Context: an optimization exercise on an open-source flow, tuned for small area, a short achievable clock period and few clock cycles per item. The choices shown serve that exercise and are no tape-out recipe. In this exercise RTL edits were held to simulation tests only and were not proved equivalent to the original. Power and IR drop assume default switching activity.

**flow/design.v**
```verilog
`default_nettype none
package rleb_pkg;
	localparam int SEG_ADDR_W = 25;
	localparam int CFG_IDX_W  = 3;
	localparam int CFG_DATA_W = 14;
	localparam logic [CFG_IDX_W-1:0] CFG_DEST_COL     = 3'd0;
	localparam logic [CFG_IDX_W-1:0] CFG_DEST_ROW     = 3'd1;
	localparam logic [CFG_IDX_W-1:0] CFG_LINE_PITCH   = 3'd2;
	localparam logic [CFG_IDX_W-1:0] CFG_IMAGE_WIDTH  = 3'd3;
	localparam logic [CFG_IDX_W-1:0] CFG_IMAGE_HEIGHT = 3'd4;
endpackage
`default_nettype wire
`default_nettype none
module rleb_front (
	input  wire logic        clk,
	input  wire logic        arst_n,
	input  wire logic        cfg_valid,
	input  wire logic [2:0]  cfg_index,
	input  wire logic [13:0] cfg_data,
	output logic [11:0]      dcol,
	output logic [11:0]      drow,
	output logic [11:0]      dcol_n,
	output logic [11:0]      drow_n,
	output logic [13:0]      pitch,
	output logic [12:0]      wc,
	output logic [12:0]      hc
);
	logic [12:0] w_in;
	logic [12:0] h_in;
	always_comb begin
		w_in = cfg_data[12:0];
		if (cfg_data[12:3] == '0) begin
			w_in = 13'd8;
		end else if (cfg_data[12] && (cfg_data[11:0] != '0)) begin
			w_in = 13'd4096;
		end
		h_in = cfg_data[12:0];
		if (cfg_data[12:0] == '0) begin
			h_in = 13'd1;
		end else if (cfg_data[12] && (cfg_data[11:0] != '0)) begin
			h_in = 13'd4096;
		end
		dcol_n = (cfg_valid && (cfg_index == rleb_pkg::CFG_DEST_COL)) ? cfg_data[11:0] : dcol;
		drow_n = (cfg_valid && (cfg_index == rleb_pkg::CFG_DEST_ROW)) ? cfg_data[11:0] : drow;
	end
	always_ff @(posedge clk or negedge arst_n) begin
		if (!arst_n) begin
			dcol  <= 12'd0;
			drow  <= 12'd0;
			pitch <= 14'd640;
			wc    <= 13'd640;
			hc    <= 13'd480;
		end else begin
			dcol <= dcol_n;
			drow <= drow_n;
			if (cfg_valid) begin
				case (cfg_index)
					rleb_pkg::CFG_LINE_PITCH:   pitch <= cfg_data[13:0];
					rleb_pkg::CFG_IMAGE_WIDTH:  wc    <= w_in;
					rleb_pkg::CFG_IMAGE_HEIGHT: hc    <= h_in;
					default: ;
				endcase
			end
		end
	end
endmodule
`default_nettype wire
`default_nettype none
module rleb_queue (
	input  wire logic        clk,
	input  wire logic        arst_n,
	input  wire logic        in_valid,
	output logic             in_ready,
	input  wire logic        is_run,
	input  wire logic [7:0]  pixel_color,
	input  wire logic [7:0]  run_length,
	input  wire logic        pop,
	input  wire logic        upd,
	input  wire logic [7:0]  upd_count,
	output logic             head_valid,
	output logic             head_nz,
	output logic [7:0]       head_count,
	output logic [7:0]       head_color
);
	logic        v0_q, v1_q;
	logic        nz0_q, nz1_q;
	logic [7:0]  cnt0_q, cnt1_q;
	logic [7:0]  col0_q, col1_q;
	logic        rdy_q;
	logic [7:0]  in_cnt;
	logic        in_nz;
	logic        push;
	logic        v1e;
	logic        v0_d, v1_d;
	always_comb begin
		in_cnt = is_run ? run_length : 8'd1;
		in_nz  = !is_run || (run_length != 8'd0);
		push   = in_valid && rdy_q;
		v1e    = v1_q && nz1_q;
		if (pop) begin
			v0_d = v1e || push;
			v1_d = v1e && push;
		end else begin
			v0_d = v0_q || push;
			v1_d = v1e || (v0_q && push);
		end
	end
	always_ff @(posedge clk) begin
		if (pop || !v0_q) begin
			if (v1e) begin
				cnt0_q <= cnt1_q;
				col0_q <= col1_q;
				nz0_q  <= 1'b1;
			end else begin
				cnt0_q <= in_cnt;
				col0_q <= pixel_color;
				nz0_q  <= in_nz;
			end
		end else if (upd) begin
			cnt0_q <= upd_count;
		end
		if (!v1e || pop) begin
			cnt1_q <= in_cnt;
			col1_q <= pixel_color;
			nz1_q  <= in_nz;
		end
	end
	always_ff @(posedge clk or negedge arst_n) begin
		if (!arst_n) begin
			v0_q  <= 1'b0;
			v1_q  <= 1'b0;
			rdy_q <= 1'b1;
		end else begin
			v0_q  <= v0_d;
			v1_q  <= v1_d;
			rdy_q <= !(v0_d && v1_d);
		end
	end
	assign in_ready   = rdy_q;
	assign head_valid = v0_q;
	assign head_nz    = nz0_q;
	assign head_count = cnt0_q;
	assign head_color = col0_q;
endmodule
`default_nettype wire
`default_nettype none
module rleb_back (
	input  wire logic          clk,
	input  wire logic          arst_n,
	input  wire logic [11:0]   dcol_n,
	input  wire logic [11:0]   drow_n,
	input  wire logic [13:0]   pitch,
	input  wire logic [12:0]   wc,
	input  wire logic [12:0]   hc,
	input  wire logic          cfg_valid,
	input  wire logic [2:0]    cfg_index,
	input  wire logic          head_valid,
	input  wire logic          head_nz,
	input  wire logic [7:0]    head_count,
	input  wire logic [7:0]    head_color,
	output logic               pop,
	output logic               upd,
	output logic [7:0]         upd_count,
	output logic               out_valid,
	input  wire logic          out_ready,
	output logic [24:0]        seg_address,
	output logic [7:0]         seg_length,
	output logic [7:0]         seg_color,
	output logic               image_done,
	output logic               last
);
	localparam int S_IDLE = 0;    
	localparam int S_BASE = 1;    
	localparam int S_SMUL = 2;    
	localparam int S_SUB  = 3;    
	localparam int S_CHK  = 4;    
	localparam int S_ROOM = 5;    
	localparam int S_CMP  = 6;    
	localparam int S_SETR = 7;    
	localparam int S_WAIT = 8;    
	localparam int S_DEC  = 9;    
	localparam int S_SUB2 = 10;   
	localparam int S_CMP2 = 11;   
	localparam int NS     = 12;
	logic [24:0] row_q;
	logic [12:0] col_q;
	logic [12:0] room_q;
	logic [12:0] rows_q;
	logic        fin_q;        
	logic        rl1_q;        
	logic        ready_q;      
	logic        started_q;    
	logic [24:0] pw_q;
	logic        renorm_q;     
	logic        base_ok_q;    
	logic        irr_q;        
	logic        cmpok_q;      
	logic [NS-1:0] su_q;
	logic [NS-1:0] su_d;
	logic [2:0]  cnt_q;
	logic [27:0] r_q;
	logic        neg_q;
	logic        out_valid_q;
	logic        fire_q;
	logic [24:0] addr_q;
	logic [7:0]  len_q;
	logic [7:0]  color_q;
	logic        done_q;
	logic        last_q;
	logic wr_base, wr_dim, wr_any;
	always_comb begin
		wr_base = cfg_valid && (cfg_index <= 3'd2);
		wr_dim  = cfg_valid && ((cfg_index == 3'd3) || (cfg_index == 3'd4));
		wr_any  = wr_base || wr_dim;
	end
	logic [7:0]  n;
	logic        room_big;
	logic        lt, eq, wrap, seg_done, seg_last;
	logic [7:0]  len;
	logic        out_free;
	logic        go;
	logic        fire;
	logic        drop;
	logic        reload;
	logic [24:0] row_pp;
	logic        col_ge_w;
	always_comb begin
		n        = head_count;
		room_big = (room_q[12:8] != '0);
		lt       = room_big || (n < room_q[7:0]);
		eq       = !room_big && (n == room_q[7:0]);
		len      = lt ? n : room_q[7:0];
		seg_done = !lt && fin_q;
		seg_last = lt || eq || fin_q;
		wrap     = !lt && !fin_q;
		out_free = !out_valid_q || out_ready;
		go       = ready_q && !renorm_q && head_valid && head_nz && (!irr_q || cmpok_q);
		fire     = go && out_free;
		drop     = head_valid && !head_nz;
		pop      = drop || (fire && seg_last);
		upd      = fire && !seg_last;
		upd_count = n - room_q[7:0];
		reload   = !ready_q && base_ok_q && su_q[S_IDLE];
		row_pp   = row_q + 25'(pitch);
		col_ge_w = (col_q >= wc);
	end
	logic        mul;
	logic [13:0] pp0, pp1;
	logic [30:0] sx, sy, sz;
	logic        scin;
	logic [30:0] ss, sc, st;
	logic [14:0] slo;
	logic        c14_q;
	logic        sel_pw_q;     
	logic        sel_room_q;
	logic        sel_col_q;
	logic        cin_q;
	logic        chi_q;
	always_comb begin
		mul   = su_q[S_BASE] || su_q[S_SMUL];
		pp0   = ({14{su_q[S_BASE] && r_q[0]}} & pitch) | ({14{su_q[S_SMUL] && r_q[0]}} & {1'b0, wc});
		pp1   = ({14{su_q[S_BASE] && r_q[1]}} & pitch) | ({14{su_q[S_SMUL] && r_q[1]}} & {1'b0, wc});
		sx = su_q[S_ROOM] ? {18'b0, wc} : {3'b0, r_q};
		sy = {3'b0, pp0, 14'b0}
		   | ({31{sel_pw_q}}   & ~{6'b0, pw_q})
		   | ({31{sel_col_q}}  & ~{18'b0, col_q});
		sz = {2'b0, pp1, 15'b0}
		   | ({31{sel_room_q}} & ~{18'b0, room_q});
		scin = cin_q;
		ss = sx ^ sy ^ sz;
		sc = {((sx[29:0] & sy[29:0]) | (sx[29:0] & sz[29:0]) | (sy[29:0] & sz[29:0])), 1'b0};
		slo = {1'b0, ss[13:0]} + {1'b0, sc[13:0]} + {14'b0, scin};
		st[13:0]  = slo[13:0];
		st[30:14] = ss[30:14] + sc[30:14] + {16'b0, c14_q && chi_q};
	end
	logic smul_go;
	logic base_go;
	always_comb begin
		smul_go = su_q[S_IDLE] && renorm_q && head_valid && head_nz && !wr_any;
		base_go = (wr_base && !irr_q) || (su_q[S_IDLE] && !base_ok_q && !smul_go);
		su_d = '0;
		if (su_q[S_IDLE]) begin
			su_d[S_IDLE] = 1'b1;
		end
		if (su_q[S_BASE]) begin
			if (cnt_q == 3'd5) su_d[S_IDLE] = 1'b1;
			else su_d[S_BASE] = 1'b1;
		end
		if (su_q[S_SMUL]) begin
			if (cnt_q == 3'd6) su_d[S_SUB] = 1'b1;
			else su_d[S_SMUL] = 1'b1;
		end
		if (su_q[S_SUB]) begin
			su_d[S_SUB2] = 1'b1;
		end
		if (su_q[S_SUB2]) begin
			su_d[S_CHK] = 1'b1;
		end
		if (su_q[S_CHK]) begin
			if (neg_q) su_d[S_IDLE] = 1'b1;
			else su_d[S_ROOM] = 1'b1;
		end
		if (su_q[S_ROOM] || su_q[S_DEC]) begin
			su_d[S_CMP] = 1'b1;
		end
		if (su_q[S_CMP]) begin
			su_d[S_CMP2] = 1'b1;
		end
		if (su_q[S_CMP2]) begin
			su_d[S_SETR] = 1'b1;
		end
		if (su_q[S_SETR]) begin
			su_d[S_WAIT] = 1'b1;
		end
		if (su_q[S_WAIT]) begin
			if (fire && seg_done) su_d[S_IDLE] = 1'b1;
			else if (fire) su_d[S_DEC] = 1'b1;
			else su_d[S_WAIT] = 1'b1;
		end
		if (wr_dim && started_q) begin
			su_d = '0;
			su_d[S_IDLE] = 1'b1;
		end else if (smul_go) begin
			su_d = '0;
			su_d[S_SMUL] = 1'b1;
		end else if (base_go) begin
			su_d = '0;
			su_d[S_BASE] = 1'b1;
		end
	end
	always_ff @(posedge clk or negedge arst_n) begin
		if (!arst_n) begin
			su_q        <= NS'(1) << S_IDLE;
			base_ok_q   <= 1'b0;
			renorm_q    <= 1'b0;
			irr_q       <= 1'b0;
			cmpok_q     <= 1'b0;
			ready_q     <= 1'b0;
			started_q   <= 1'b0;
			out_valid_q <= 1'b0;
			fire_q      <= 1'b0;
		end else begin
			su_q   <= su_d;
			fire_q <= fire;
			if (fire) begin
				out_valid_q <= 1'b1;
			end else if (out_ready) begin
				out_valid_q <= 1'b0;
			end
			if (su_q[S_BASE] && (cnt_q == 3'd5)) begin
				base_ok_q <= 1'b1;
			end
			if (smul_go || wr_base) begin
				base_ok_q <= 1'b0;
			end
			if (su_q[S_CHK] && neg_q) begin
				renorm_q  <= 1'b0;
				ready_q   <= 1'b0;
				started_q <= 1'b0;
			end
			if (su_q[S_ROOM]) begin
				renorm_q <= 1'b0;
				irr_q    <= 1'b1;
			end
			if (su_q[S_SETR]) begin
				cmpok_q <= 1'b1;
			end
			if (fire) begin
				cmpok_q <= 1'b0;
				if (seg_done) begin
					irr_q <= 1'b0;
				end
			end
			if (wr_any && !started_q) begin
				ready_q <= 1'b0;
			end
			if (wr_dim && started_q) begin
				renorm_q <= 1'b1;
				irr_q    <= 1'b0;
				cmpok_q  <= 1'b0;
			end
			if (reload && !wr_any) begin
				ready_q <= 1'b1;
			end
			if (fire) begin
				started_q <= !seg_done;
				if (seg_done) begin
					ready_q <= 1'b0;
				end
			end
		end
	end
	always_ff @(posedge clk) begin
		if (su_d[S_BASE] || su_d[S_SMUL]) begin
			cnt_q <= su_q[S_IDLE] ? 3'd0 : (base_go ? 3'd0 : cnt_q + 3'd1);
		end
		if (base_go) begin
			r_q <= {2'b0, dcol_n, 2'b0, drow_n};
		end else if (smul_go) begin
			r_q <= {15'b0, hc};
		end else if (mul) begin
			r_q <= st[29:2];
		end
		neg_q <= st[30];
		c14_q <= slo[14];
		sel_pw_q   <= su_d[S_SUB] || su_d[S_SUB2] || su_d[S_CMP] || su_d[S_CMP2] || su_d[S_SETR];
		sel_room_q <= su_d[S_CMP] || su_d[S_CMP2];
		sel_col_q  <= su_d[S_ROOM];
		cin_q      <= su_d[S_ROOM] || su_d[S_CMP] || su_d[S_CMP2] || su_d[S_SETR];
		chi_q      <= su_d[S_SUB2] || su_d[S_CMP2];
	end
	always_ff @(posedge clk) begin
		if (reload || (su_q[S_CHK] && neg_q) || (fire_q && done_q)) begin
			pw_q <= '0;
		end else if (fire_q) begin
			pw_q <= pw_q + 25'(len_q);
		end
	end
	always_ff @(posedge clk) begin
		if (reload) begin
			row_q  <= r_q[26:2];
			col_q  <= '0;
			room_q <= wc;
			rows_q <= hc;
			fin_q  <= (hc == 13'd1);
			rl1_q  <= (hc == 13'd2);
		end else if (su_q[S_CHK] && !neg_q) begin
			if (col_ge_w) begin
				col_q <= '0;
				row_q <= row_pp;
			end
		end else if (su_q[S_ROOM]) begin
			room_q <= st[12:0];
		end else if (su_q[S_SETR]) begin
			fin_q <= neg_q;
			if (neg_q) begin
				room_q <= st[12:0];
			end
		end else if (fire) begin
			if (lt) begin
				col_q  <= col_q + 13'(n);
				room_q <= room_q - 13'(n);
			end else begin
				col_q  <= '0;
				room_q <= wc;
			end
			if (wrap) begin
				row_q  <= row_pp;
				rows_q <= rows_q - 13'd1;
				fin_q  <= rl1_q;
				rl1_q  <= (rows_q == 13'd3);
			end
		end
	end
	always_ff @(posedge clk) begin
		if (fire) begin
			addr_q  <= row_q + 25'(col_q);
			len_q   <= len;
			color_q <= head_color;
			done_q  <= seg_done;
			last_q  <= seg_last;
		end
	end
	assign out_valid   = out_valid_q;
	assign seg_address = addr_q;
	assign seg_length  = len_q;
	assign seg_color   = color_q;
	assign image_done  = done_q;
	assign last        = last_q;
endmodule
`default_nettype wire
`default_nettype none
module flagged_rle_pitched_blit #(
	parameter int MAX_DIM   = 4096,
	parameter int ADDR_BITS = 25
) (
	input  wire logic                                clk,
	input  wire logic                                arst_n,
	input  wire logic                                in_valid,
	output logic                                     in_ready,
	input  wire logic                                is_run,
	input  wire logic [7:0]                          pixel_color,
	input  wire logic [7:0]                          run_length,
	output logic                                     out_valid,
	input  wire logic                                out_ready,
	output logic [rleb_pkg::SEG_ADDR_W-1:0]          seg_address,
	output logic [7:0]                               seg_length,
	output logic [7:0]                               seg_color,
	output logic                                     image_done,
	output logic                                     last,
	input  wire logic                                cfg_valid,
	output logic                                     cfg_ready,
	input  wire logic [rleb_pkg::CFG_IDX_W-1:0]      cfg_index,
	input  wire logic [rleb_pkg::CFG_DATA_W-1:0]     cfg_data
);
	logic [11:0] dcol;
	logic [11:0] drow;
	logic [11:0] dcol_n;
	logic [11:0] drow_n;
	logic [13:0] pitch;
	logic [12:0] wc;
	logic [12:0] hc;
	logic        pop;
	logic        head_valid;
	logic        head_nz;
	logic [7:0]  head_count;
	logic [7:0]  head_color;
	logic        upd;
	logic [7:0]  upd_count;
	assign cfg_ready = 1'b1;
	rleb_front u_front (
		.clk       (clk),
		.arst_n    (arst_n),
		.cfg_valid (cfg_valid),
		.cfg_index (cfg_index),
		.cfg_data  (cfg_data),
		.dcol      (dcol),
		.drow      (drow),
		.dcol_n    (dcol_n),
		.drow_n    (drow_n),
		.pitch     (pitch),
		.wc        (wc),
		.hc        (hc)
	);
	rleb_queue u_queue (
		.clk         (clk),
		.arst_n      (arst_n),
		.in_valid    (in_valid),
		.in_ready    (in_ready),
		.is_run      (is_run),
		.pixel_color (pixel_color),
		.run_length  (run_length),
		.pop         (pop),
		.upd         (upd),
		.upd_count   (upd_count),
		.head_valid  (head_valid),
		.head_nz     (head_nz),
		.head_count  (head_count),
		.head_color  (head_color)
	);
	rleb_back u_back (
		.clk         (clk),
		.arst_n      (arst_n),
		.dcol_n      (dcol_n),
		.drow_n      (drow_n),
		.pitch       (pitch),
		.wc          (wc),
		.hc          (hc),
		.cfg_valid   (cfg_valid),
		.cfg_index   (cfg_index),
		.head_valid  (head_valid),
		.head_nz     (head_nz),
		.head_count  (head_count),
		.head_color  (head_color),
		.pop         (pop),
		.upd         (upd),
		.upd_count   (upd_count),
		.out_valid   (out_valid),
		.out_ready   (out_ready),
		.seg_address (seg_address),
		.seg_length  (seg_length),
		.seg_color   (seg_color),
		.image_done  (image_done),
		.last        (last)
	);
endmodule
`default_nettype wire
```
**flow/flow/run.sh**
```bash
#!/bin/bash
# Standard layout (the standard.sh) with three changes to how it is made:
# - ORFS timing repair aims at a setup slack of SETUP_SLACK_MARGIN ns against
#   the 13 ns clock, so it works toward a shorter period;
# - every input and output port still gets its own buffer, but a plain buf_1
#   rather than the delay cell buffer_ports picks by default, so that the
#   repair (which keeps cell footprints) can size port buffers for speed;
# - clock tree synthesis builds from clkbuf_8/clkbuf_16 with up to 24
#   flip-flops per leaf buffer, and adds no dummy loads.
# Each tool's full output goes to standard.log in this folder.
export SETUP_SLACK_MARGIN=9
export BUFFER_PORTS_ARGS="-buffer_cell sky130_fd_sc_hd__buf_1"
export CTS_ARGS="-sink_clustering_enable -repair_clock_nets -dont_use_dummy_load -sink_buffer_max_cap_derate 0.001 -sink_clustering_size 24 -sink_clustering_max_diameter 120 -buf_list {sky130_fd_sc_hd__clkbuf_8 sky130_fd_sc_hd__clkbuf_16}"
bash standard.sh > standard.log 2>&1
```
**flow/standard.sh**
```bash
#!/bin/bash
# synth_recipe.tcl (not shown) runs the flow's synth.tcl, then flattens the netlist and writes it again
# the make line also repeats each setting of config.mk as NAME=value (left out here)
make -C /OpenROAD-flow-scripts/flow DESIGN_CONFIG=/design/flow/config.mk WORK_HOME=/design/flow/orfs CLKGATE_MAP_FILE= SYNTH_SCRIPT=/design/flow/synth_recipe.tcl "${@:-finish}"
```
**flow/config.mk**
```make
export PLATFORM = sky130hd
export DESIGN_NAME = flagged_rle_pitched_blit
export DESIGN_NICKNAME = flagged_rle_pitched_blit
export VERILOG_FILES = /design/flow/design.v
export SDC_FILE = /design/flow/constraint.sdc
export NUM_CORES = 4
export LEC_CHECK = 0
export CAP_MARGIN = 20
export CORE_MARGIN = 2
export CORE_UTILIZATION = 40
export SLEW_MARGIN = 20
```
**flow/constraint.sdc**
```tcl
create_clock -name core_clock -period 13.0 [get_ports {clk}]
set_input_delay 2.6000 -clock core_clock [delete_from_list [all_inputs] [get_ports {clk}]]
set_output_delay 2.6000 -clock core_clock [all_outputs]
set_load 0.01 [all_outputs]
```
==> results.cfg <==
[critical_path]
arrival_ps = 4350
cp_max_fo = 8
endpoint_kind = flop
start_kind = input pin
crit_type = input pin to flop
crit_required_ps = 13450

[logic_synthesis]
async_reset_ff_share_pct = 29.7
synth_simple_gate_area_share_pct = 14.8
synth.ff_latch_count = 293
avgSynthCellArea_um2 = 10.0
synth_area_leaders = edfxtp_1 26%, dfrtp_1 11%, ha_1 7.4%
synth_nets = 2009
synth_top_family_by_area = compound AO/OA/AOI/OAI gates
synth.largest_area_cell = edfxtp_1
synth-edff-count = 157
netlist_area_um2 = 18300
synthAdderAreaFrac_pct = 11.6
synthCells = 1825
synth_top_cell_area_share_pct = 25.8
synth_compound_area_share_pct = 17.0
ys_top_cells_by_count = 194 x nand2_1, 157 x edfxtp_1, 116 x nor2_1
synthXorXnorAreaFrac_pct = 5.27
ys_seq_area_share_pct = 43.1
ys_warn_count = 3
yosysMostFrequentCell = nand2_1
synth_top_flop_cell = edfxtp_1
synth_mux_area_share_pct = 4.44
yosys.cell_types.count = 96

[global_route]
grt_pass1_vias = 13900
grt_pass1_wl_um = 82100
grt_usage_pct = 22.5
gr-total-overflow = 0
grt_max_degree = 76
antenna_found_initial = 1

[detailed_routing]
vias = 14200
first_pass_iters = 5
viasPerCell = 5.72
wl_met2_um = 23900
drt_iter0_markers = 1218
top_layer_used = met4
wirelength_um = 53400
wl_met1_um = 24500
antenna_left = 0
drc_errors = 0
wl_met3_um = 3580
wl_per_cell_um = 21.4

[worst_hold_path]
hold_class = flop to flop

[clocking]
hold_buffers = 0
cts_sinks = 293
h-tree-depth = 1
cts_buffers = 16
cts_tree = done
cts_buffer_depth = 3
root_buffer = clkbuf_16
clk_latency_ps = 540
clk_pin_slew_worst_paths_ps = 110

[final_layout]
finalNonFillerCells = 2493
nNetsFinal = 2079
seqCellArea_um2 = 7900
nFillCells = 4287
antennaDiodeCount = 0
synthToLayoutAreaGrowth_pct = 10.4
drive_above_1_share_pct = 9.67
multi_input_area_um2 = 10000

[timing]
fin_setup_tns_ps = 0
skew_ps = 51.3
slew_headroom_pct = 27.9
max_freq_mhz = 257
setup_viol = 0
grt_setup_unrepaired = true
final_max_slew_viol_count = 0
fin_crit_sh_pct = 29.9
min_period_ps = 3890
hold_viol_final = 0
tightestPinTransition_ps = 1080

[pwr]
p_leak_nw = 8.02
ir_drop_mv = 0.0956
swShare_pct = 41.9
power_frac_seq_pct = 38.5
internal_power_mw = 2.21
p_clk_share_pct = 13.8
power_frac_comb_pct = 47.7
p_per_area_nw_per_um2 = 188
p_sw_mw = 1.59

[placed_design]
dp_hpwl_um = 39400
dp_cells = 2455
gp_congestion = 0.936
port_buffers = 83

[status]
status = complete, no violations

[die]
die-width_um = 218
core.rowCount = 78
core_area_um2 = 45300
dieArea_um2 = 47400
die_h_um = 218
io_pins = 85
initial_core_util_pct = 40.4

[flow_run]
cap_violations = 0
-- cells by family (layout without fill, tap and decap cells) --
family	count (synthesis)	in the layout
xor gates and xnor gates	110	110
DFF	293	293
buffers and inverters	181	247
muxes	76	76
AOI/OAI and AO/OA	458	459
and+or+nand+nor	559	560
other	1	1
adders and majority gates	147	147
-- path summary, 6_finish.rpt --
check / from / to / slack [ps] / cells after the start
worst min register to register: u_queue.col0_q[3] / u_back.color_q[3] / 420 / 0
worst max register to register: u_back.su_q[2] / u_back.r_q[26] / 9140 / 14
min in group asynchronous: arst_n / u_front.dcol[7] / 2010 / 1
max in group asynchronous: arst_n / u_back.su_q[1] / 9670 / 2
worst min-delay path: u_queue.col0_q[3] / u_back.color_q[3] / 420 / 0
worst max-delay path: cfg_data[7] / u_front.wc[1] / 9110 / 8
-- registers in the layout (all words and copies together) (netlist names), 13 cells and up --
name and cells:
u_back.r_q 28, u_back.addr_q 25, u_back.pw_q 25, u_back.row_q 25, u_front.pitch 14, u_back.col_q 13
u_back.room_q 13, u_back.rows_q 13, u_front.hc 13, u_front.wc 13
-- final cells by class --
cell class	instances	share of cell area [%]
multi-input cells	1353	49.7
repair inverters	1	0.0434
well taps	600	3.72
repair buffers	119	3.28
clock buffers	16	1.98
flip-flops and latches	293	39.1
inverters	111	2.18
-- metal layers --
metal / global-route usage (%) / vias up
met3: 3.07 / 87
met2: 35.5 / 482
met4: 6.12 / 0
met1: 32.4 / 6976
met5: 0 / -
li1: - / 6703
-- per-stage QoR --
stage | instance area, um2 | hold slack (ps) | setup slack (ps) | util, % | power [mW]
after floorplan | 18400 | 400 | 8880 | - | 2.63
after global placement | 19400 | 402 | 8120 | 42.7 | 3.11
after detailed placement | 19400 | 405 | 8060 | 42.7 | 3.14
after CTS | 20000 | 427 | 8960 | 44.2 | 3.74
after global routing | 20200 | 436 | 8990 | 44.6 | 4.05
final | 20200 | 425 | 9110 | 44.6 | 3.80
-- repair_timing --
| item | CTS | global route |
|---|---|---|
| gates cloned | 3 | 1 |
| gates resized for setup | 28 | 26 |
| pin swaps | 3 | 3 |
| endpoints found under the setup margin | 149 | 117 |
| hold endpoints to repair | 0 | 0 |
| buffers inserted | 11 | 7 |
-- power by group through the flow --
| stage | clock, mW | sequential [mW] | combinational [mW] |
|---|---|---|---|
| 3_5_place_dp | 0 | 1.50 | 1.65 |
| 3_3_place_gp | 0 | 1.49 | 1.62 |
| 5_1_grt | 0.565 | 1.47 | 2.01 |
| 6_report | 0.526 | 1.46 | 1.81 |
| 4_1_cts | 0.542 | 1.47 | 1.73 |
| 2_1_floorplan | 0 | 1.36 | 1.27 |
-- worst max-delay path, cell delays in order --
cell      delay, ps
buf_1            70
buf_4           180
nor4_4          290
nand3_1         130
or4_4           480
a211oi_4        300
buf_12          160
a22o_1          120
-- cell usage in the layout (no fill, tap or decap), types with 13 or more instances in the layout --
master     count
a211oi_1      20
a21o_1        24
a21oi_1       95
a22o_1        30
and2_1        17
and3_1        14
buf_1         78
buf_4         28
clkbuf_16     16
dfrtp_1       74
dfxtp_1       48
edfxtp_1     157
fa_1          37
ha_1         108
inv_1        106
mux2_2        41
mux2i_1       33
nand2_1      191
nand2b_1      26
nand3_1       38
nand4_1       13
nor2_1       112
nor2b_1       41
nor3_1        35
o21a_1        21
o21ai_0       84
o21ai_1       25
o31ai_1       23
xnor2_1       66
xor2_1        44
Testbench counts, summed over its fixed seeds: cycles 8,178, items 5,611.

## what the ideal ports hide
In the flow no input, the clock included, has a driving cell. The finished layout below was timed again as built, in two steps.
Step 1 assumes that a clkbuf_16 drives the clock port and a buf_2 every other input.
Step 2 moves the port delays by t, midway between the first and last clock arrival at a register: inputs arrive t later, outputs are due t later. That takes back most of the time a late clock gives input paths.
Three values: ideal, step 1, step 2; two values: the first two.
shift t [ns]: 0.571
setup WS [ns]: 9.108 / 9.097 / 8.578
cell pins on the clock port's net: 1
After both steps this run still meets setup and hold. For this run, drivers alone change the setup slack by -0.011 ns; drivers and shift together by -0.530 ns.
